This design comes from an exercise in tuning for small area, a short achievable clock period and few clock cycles on the open sky130 flow, not from production work.
In this exercise RTL edits were held to simulation tests only and were not proved equivalent to the original.

`flow/design.v`:
```
`default_nettype none
module mlp_layer_sequencer #(
    parameter int N_IN  = 784,
    parameter int N_OUT = 10,
    parameter int DW    = 32,
    parameter int FRAC  = 24,
    parameter int ACCW  = 74,
    parameter int RELU  = 1,
    localparam int c_iw = (N_IN > 1) ? $clog2(N_IN) : 1,
    localparam int c_ww = (N_IN * N_OUT > 1) ? $clog2(N_IN * N_OUT) : 1,
    localparam int c_ow = (N_OUT > 1) ? $clog2(N_OUT) : 1
) (
    input  logic            clk,
    input  logic            rst_n,
    input  logic            start,
    output logic            busy,
    output logic            done,
    output logic            sat,
    output logic            rd_en,
    output logic [c_iw-1:0] in_addr,
    output logic [c_ww-1:0] w_addr,
    output logic [c_ow-1:0] b_addr,
    input  logic [DW-1:0]   in_data,
    input  logic [DW-1:0]   w_data,
    input  logic [DW-1:0]   b_data,
    output logic            out_we,
    output logic [c_ow-1:0] out_addr,
    output logic [DW-1:0]   out_data
);
    typedef enum logic [2:0] {
        S_IDLE  = 3'd0,
        S_MAC   = 3'd1,
        S_DRAIN = 3'd2,
        S_WRITE = 3'd3,
        S_DONE  = 3'd4
    } state_t;
    localparam logic [c_iw-1:0]        c_last_i = c_iw'(N_IN - 1);
    localparam logic [c_ow-1:0]        c_last_j = c_ow'(N_OUT - 1);
    localparam logic signed [ACCW-1:0] c_max    = ACCW'({1'b0, {(DW-1){1'b1}}});
    localparam logic signed [ACCW-1:0] c_min    = ~c_max;
    state_t                 r_state;
    logic                   r_vld;
    logic                   r_vfirst;
    logic signed [ACCW-1:0] r_acc;
    logic signed [2*DW-1:0] w_prod;
    logic signed [ACCW-1:0] w_prod_x;
    logic signed [ACCW-1:0] w_bias_x;
    logic signed [ACCW-1:0] w_acc_next;
    logic signed [ACCW-1:0] w_shift;
    logic [DW-1:0]          w_result;
    logic                   w_clamp;
    assign w_prod     = $signed(in_data) * $signed(w_data);
    assign w_prod_x   = ACCW'(w_prod);
    assign w_bias_x   = ACCW'($signed(b_data)) <<< FRAC;
    assign w_acc_next = (r_vfirst ? w_bias_x : r_acc) + w_prod_x;
    assign w_shift    = w_acc_next >>> FRAC;
    always_comb begin
        w_clamp  = 1'b0;
        w_result = w_shift[DW-1:0];
        if (w_shift > c_max) begin
            w_result = c_max[DW-1:0];
            w_clamp  = 1'b1;
        end else if (w_shift < c_min) begin
            w_result = c_min[DW-1:0];
            w_clamp  = 1'b1;
        end
        if (RELU != 0 && w_result[DW-1]) begin
            w_result = '0;
        end
    end
    always_ff @(posedge clk) begin
        if (!rst_n) begin
            r_vld    <= 1'b0;
            r_vfirst <= 1'b0;
            r_acc    <= '0;
        end else begin
            r_vld    <= rd_en;
            r_vfirst <= rd_en && (in_addr == '0);
            if (r_vld) begin
                r_acc <= w_acc_next;
            end
        end
    end
    always_ff @(posedge clk) begin
        if (!rst_n) begin
            r_state  <= S_IDLE;
            busy     <= 1'b0;
            done     <= 1'b0;
            sat      <= 1'b0;
            rd_en    <= 1'b0;
            in_addr  <= '0;
            w_addr   <= '0;
            b_addr   <= '0;
            out_we   <= 1'b0;
            out_addr <= '0;
            out_data <= '0;
        end else begin
            case (r_state)
                S_IDLE: begin
                    if (start) begin
                        r_state <= S_MAC;
                        busy    <= 1'b1;
                        sat     <= 1'b0;
                        rd_en   <= 1'b1;
                        in_addr <= '0;
                        w_addr  <= '0;
                        b_addr  <= '0;
                    end
                end
                S_MAC: begin
                    if (in_addr == c_last_i) begin
                        r_state <= S_DRAIN;
                        rd_en   <= 1'b0;
                    end else begin
                        in_addr <= in_addr + c_iw'(1);
                        w_addr  <= w_addr + c_ww'(1);
                    end
                end
                S_DRAIN: begin
                    r_state  <= S_WRITE;
                    out_we   <= 1'b1;
                    out_addr <= b_addr;
                    out_data <= w_result;
                    sat      <= sat | w_clamp;
                end
                S_WRITE: begin
                    out_we <= 1'b0;
                    if (b_addr == c_last_j) begin
                        r_state <= S_DONE;
                        done    <= 1'b1;
                    end else begin
                        r_state <= S_MAC;
                        rd_en   <= 1'b1;
                        in_addr <= '0;
                        w_addr  <= w_addr + c_ww'(1);
                        b_addr  <= b_addr + c_ow'(1);
                    end
                end
                S_DONE: begin
                    r_state <= S_IDLE;
                    done    <= 1'b0;
                    busy    <= 1'b0;
                end
                default: r_state <= S_IDLE;
            endcase
        end
    end
endmodule
`default_nettype wire
```
`flow/run.sh`:
```
#!/bin/bash
# synth_recipe.tcl (not shown) runs the flow's synth.tcl, then flattens the netlist and writes it again
# the make line also repeats each setting of config.mk as NAME=value (left out here)
make -C /OpenROAD-flow-scripts/flow DESIGN_CONFIG=/design/flow/config.mk WORK_HOME=/design/flow/orfs CLKGATE_MAP_FILE= SYNTH_SCRIPT=/design/flow/synth_recipe.tcl finish
```
`flow/config.mk`:
```
export PLATFORM = sky130hd
export DESIGN_NAME = mlp_layer_sequencer
export DESIGN_NICKNAME = mlp_layer_sequencer
export VERILOG_FILES = /design/flow/design.v
export SDC_FILE = /design/flow/constraint.sdc
export NUM_CORES = 4
export LEC_CHECK = 0
export CAP_MARGIN = 20
export CORE_MARGIN = 2
export CORE_UTILIZATION = 40
export SLEW_MARGIN = 20
```
`flow/constraint.sdc`:
```
create_clock -name core_clock -period 11.0 [get_ports {clk}]
set_input_delay 2.2000 -clock core_clock [delete_from_list [all_inputs] [get_ports {clk}]]
set_output_delay 2.2000 -clock core_clock [all_outputs]
set_load 0.01 [all_outputs]
```
==> notes.md <==
-- Yosys cell counts, drive strengths merged, types with 7 or more instances --
library cell / count
fa: 1300
inv: 1263
nand2: 667
and2: 497
clkbuf: 256
ha: 244
a21oi: 150
dfxtp: 146
nor2b: 128
nor2: 106
mux2i: 98
o21ai: 91
xor2: 51
xnor2: 43
nand4: 29
nand3: 25
a21o: 22
nor3: 21
buf: 17
o21bai: 14
a211oi: 13
a31oi: 12
and3: 12
o21a: 11
o31ai: 11
a21boi: 10
nor4: 9
nand2b: 8
o211ai: 7
or3: 7
-- how the worst max path moves through the flow --
stage / end / start / slack (ns) / cells after the start
3_3_place_gp: out_data[4]$_SDFFE_PN0P_ / in_data[31] / -0.10 / 29
6_report: out_data[2]$_SDFFE_PN0P_ / w_data[0] / 0.33 / 32
4_1_cts: out_data[0]$_SDFFE_PN0P_ / w_data[3] / 0.23 / 33
5_1_grt: out_data[3]$_SDFFE_PN0P_ / w_data[2] / 0.02 / 32
2_1_floorplan: out_data[10]$_SDFFE_PN0P_ / in_data[31] / 0.07 / 30
3_5_place_dp: out_data[29]$_SDFFE_PN0P_ / w_data[3] / -0.19 / 33
-- timing repair --
item	in CTS	in global routing
buffers inserted	0	0
gates resized for setup	0	12
endpoints found under the setup margin	0	32
-- kinds of logic (layout without fill, tap and decap cells) --
kind of cell / Yosys count / in the layout / synth area share
adders and majority gates: 1544 / 1544 / 0.5860
muxes: 103 / 103 / 0.02090
buffers and inverters: 1536 / 1858 / 0.1167
AOI/OAI and AO/OA: 373 / 373 / 0.04725
DFF: 146 / 146 / 0.05890
xor gates and xnor gates: 94 / 94 / 0.01674
other: 1 / 2 / 0.00007557
and+or+nand+nor: 1528 / 1528 / 0.1535
-- per-layer routing --
metal  vias to the layer above  global-route usage
li1                      16126                   -
met1                     18787              0.2730
met2                       743              0.4066
met3                       190             0.01657
met4                         0             0.06844
met5                         -                   0
-- area by class of cell --
type                            instances  area, um^2
Fill cell                           11931       66690
Multi-Input combinational cell       3643       40960
Timing Repair Buffer                  564        5545
Inverter                             1263        4747
Sequential cell                       146        2928
Tap cell                             1637        2048
Clock buffer                           19       442.9
Clock inverter                         12       107.6
Antenna cell                            1       2.502
-- cells in the final DEF (no fill, tap or decap), types with 14 or more instances in the layout --
cell / netlist / routed
sky130_fd_sc_hd__nand4_1: 29 / 29
sky130_fd_sc_hd__nor2b_1: 128 / 128
sky130_fd_sc_hd__ha_1: 244 / 244
sky130_fd_sc_hd__inv_1: 1263 / 1261
sky130_fd_sc_hd__clkbuf_16: 0 / 17
sky130_fd_sc_hd__xnor2_1: 43 / 43
sky130_fd_sc_hd__mux2i_1: 98 / 98
sky130_fd_sc_hd__buf_12: 0 / 72
sky130_fd_sc_hd__clkdlybuf4s50_1: 0 / 164
sky130_fd_sc_hd__nor2_1: 106 / 104
sky130_fd_sc_hd__o21ai_0: 84 / 84
sky130_fd_sc_hd__and2_1: 497 / 497
sky130_fd_sc_hd__fa_1: 1300 / 1299
sky130_fd_sc_hd__nand2_1: 667 / 665
sky130_fd_sc_hd__xor2_1: 50 / 50
sky130_fd_sc_hd__nor3_1: 21 / 19
sky130_fd_sc_hd__a21oi_1: 129 / 126
sky130_fd_sc_hd__nand3_1: 25 / 25
sky130_fd_sc_hd__dfxtp_1: 146 / 144
sky130_fd_sc_hd__buf_4: 1 / 328
sky130_fd_sc_hd__a21oi_2: 21 / 24
sky130_fd_sc_hd__o21bai_1: 14 / 14
sky130_fd_sc_hd__a21o_1: 22 / 22
-- stage by stage --
| stage | std cells | hold slack (ns) | instance area, um^2 |
|---|---|---|---|
| after floorplan | 5325 | 0.4466 | 49640 |
| after global placement | 7253 | 0.4576 | 56190 |
| after detailed placement | 7253 | 0.4625 | 56190 |
| after CTS | 7284 | 0.4712 | 56740 |
| after global routing | 7285 | 0.4954 | 56780 |
| final | 7285 | 0.4656 | 56780 |
-- worst max-delay path: cells and delay by family --
family	cells	cell delay, ns
XOR/XNOR	1	0.15
AND/OR/NAND/NOR	5	1.41
buffers and inverters	10	1.32
AO/OA/AOI/OAI	7	1.52
adder cells (fa/ha/maj)	9	4.35
-- state kept, by name (all words and copies together), names as in the netlist --
name and count:
b_addr 4, busy 1, done 1, in_addr 10, out_addr 4, out_data 31, out_we 1, r_acc 74
r_state 3, r_vfirst 1, r_vld 1, rd_en 1, sat 1, w_addr 13
==> notes.md <==
Synth
A synthesized cell averages approximately 9.3 um^2. The cell type with the highest aggregate area in the netlist is sky130_fd_sc_hd__fa_1. In the synthesized netlist the async set-or-reset flop fraction comes to 0. The synthesized netlist cell count is 5325. After synthesis, the netlist uses 71 different library cells. For this run, the leading register cell type out of synthesis is sky130_fd_sc_hd__dfxtp_1. After synthesis, the cell types taking the most area are sky130_fd_sc_hd__fa_1 (52%), sky130_fd_sc_hd__inv_1 (9.6%), sky130_fd_sc_hd__and2_1 (6.3%). The synthesized cell area is 0.04962 mm^2.

For this run, the number of Yosys warnings is 1. The number of enable-type register cells in the synthesized netlist is 0. The share of synthesized area in the top cell type comes to 0.5245.

The sequential cell area fraction in the yosys report is 0.05890. The synthesized design contains 146 register bits. The number of nets produced by synthesis is 6968.

Critical path
On the worst path, the slowest cell contributes a delay of around 0.53 ns. In this run the critical register-to-register path is captured at out_data[2]$_SDFFE_PN0P_. The origin of the critical flop-to-flop path is r_vfirst$_SDFF_PN0_. Measured in cells, the most critical reg-to-reg path has a length of 31. The slowest stage of the critical path is the sky130_fd_sc_hd__fa_1 cell. The cell that appears most often on the critical path is sky130_fd_sc_hd__fa_1. By startpoint and endpoint, the worst setup path is classified as in2reg.

The type of element capturing the critical path is a register. At the worst endpoint, the required time is 11.31 ns. The startpoint kind of the worst setup timing path is a primary input. The register-to-register setup slack is 1.56 ns. The data arrival time at the worst-slack endpoint is about 11 ns. Along the worst path, the maximum fanout reaches 32.

Flow run
The tool flagged a number of max-cap violations equal to 0.

Cells and area
In the final design database the tool counted 7278 nets. Measured on the finished design, the core utilization comes to 0.4599. Of the cells placed in the final design, the portion with a size suffix greater than 1 is 0.08659.

The area growth from synthesis to final layout is 14.43%.

Global route
The remaining global-route overflow is 0. The number of antenna violations at the first check in global routing came to 2. Entering global routing, the biggest net connects ~100 pins. For this run, the total global-route usage over all layers was measured as 0.2202. The number of global-route vias before repair is 39.78k. The first global-routing pass estimated 218.3 mm of wire.

Clock network
The longest clock path from root to sink contains 2 buffers. The deepest level of the CTS H-tree is 4. TritonCTS built the clock tree. The cell sitting at the root of the clock tree is a sky130_fd_sc_hd__clkbuf_16. The CTS clock-pin slew for the worst setup and hold paths is 0.06 ns. The number of sinks driven by the clock tree is 146. The hold-fix buffer count after cts is 0.

The number of CTS-inserted buffers is 17. Clock latency on the worst-skew pair, taken at its later pin, is 0.43 ns.

Die
The top-level port count is 167. The die is approximately 360 um wide. After floorplanning, the core was sized to cover 0.1235 mm^2.

Row generation in the floorplan step produced around 130 rows. The total die area is 0.1269 mm^2. The die outline height is 356.2 um. The initial core utilization is 0.4019.

Outcome
The flow ran to the end and the layout has no timing, DRC or antenna violations.

Timing
The worst pin sits at a relative slew slack of 0.3513. The worst path in the final design needs a cycle of 10.67 ns, including I/O delays and setup. On the final layout, the worst clock skew is 0.01091 ns.

For the pin with the worst max-slew slack, the measured transition is 0.9731 ns. Setup slack on the critical path of the routed design comes to 0.3296 ns. The final count of pins violating max slew came to 0. The final setup TNS is 0 ns. The final count of hold timing violations is 0. Dividing the final minimum period by the clock period gives 0.9700. The final number of setup-violating endpoints is 0. Setup repair after global routing left no endpoint under its margin.

Timing would allow up to between 0.09 and 0.1 GHz.

Placed design
Routability-driven placement finished with a final weighted congestion of slightly above 0.9. The HPWL after detailed placement is 117.3 mm. The port buffer count is 165. The worst slack after detailed placement is -0.1948 ns.

Route
The routed layout has 35.85k vias. The detailed-routing iteration count for the pre-antenna-repair pass is 7. The final antenna-violating net count is 0. The number of vias per cell after detailed routing is 4.921. Wire segments on met3 add up to 4.036 mm in the final route. The total length of routed met2 wires is 71.71 mm. In this run, the number of DRC markers left after iteration 0 of detailed routing was 1733.

The length of routed wiring on met1 is 53.19 mm. Dividing the detail-routed wire length by the instance count gives ~18 um. After detailed routing, the number of remaining DRC violations is 0. The top routing layer in use is met4. For this block, the routed nets add up to 133.6 mm of wire.

Worst hold path
In this run the worst hold path is classified as reg2reg. The worst min-delay path startpoint is out_addr[3]$_SDFFE_PN0P_. The worst hold path depth is 2. The worst hold path terminates at out_addr[3]$_SDFFE_PN0P_.
Testbench counts, summed over its fixed seeds: cycles 188,680.

==> what the ideal ports hide <==
In the flow no input, the clock included, has a driving cell. The finished layout below was timed again as built, in two steps. Step 1 (the two cells are an assumption about what drives the block):
set clk [get_ports {clk}]
set_driving_cell -lib_cell sky130_fd_sc_hd__clkbuf_16 $clk
set_driving_cell -lib_cell sky130_fd_sc_hd__buf_2 [delete_from_list [all_inputs] $clk]
Step 2 times the ports against the registers' clock, not the clock port: input delays grow and output delays shrink by t, the midpoint of the rising clock arrivals with the driver on. a / b / c = no drivers / after step 1 / after step 2; a / b = the first two.
shift t [ns]: 0.476
setup WS [ns]: 0.330 / 0.360 / -0.116
pins driven straight from the clock port: 1
Met with ideal ports but missed after step 2: setup timing in this run. The setup slack of this run moves by +0.030 ns with the drivers and by -0.446 ns with both steps.
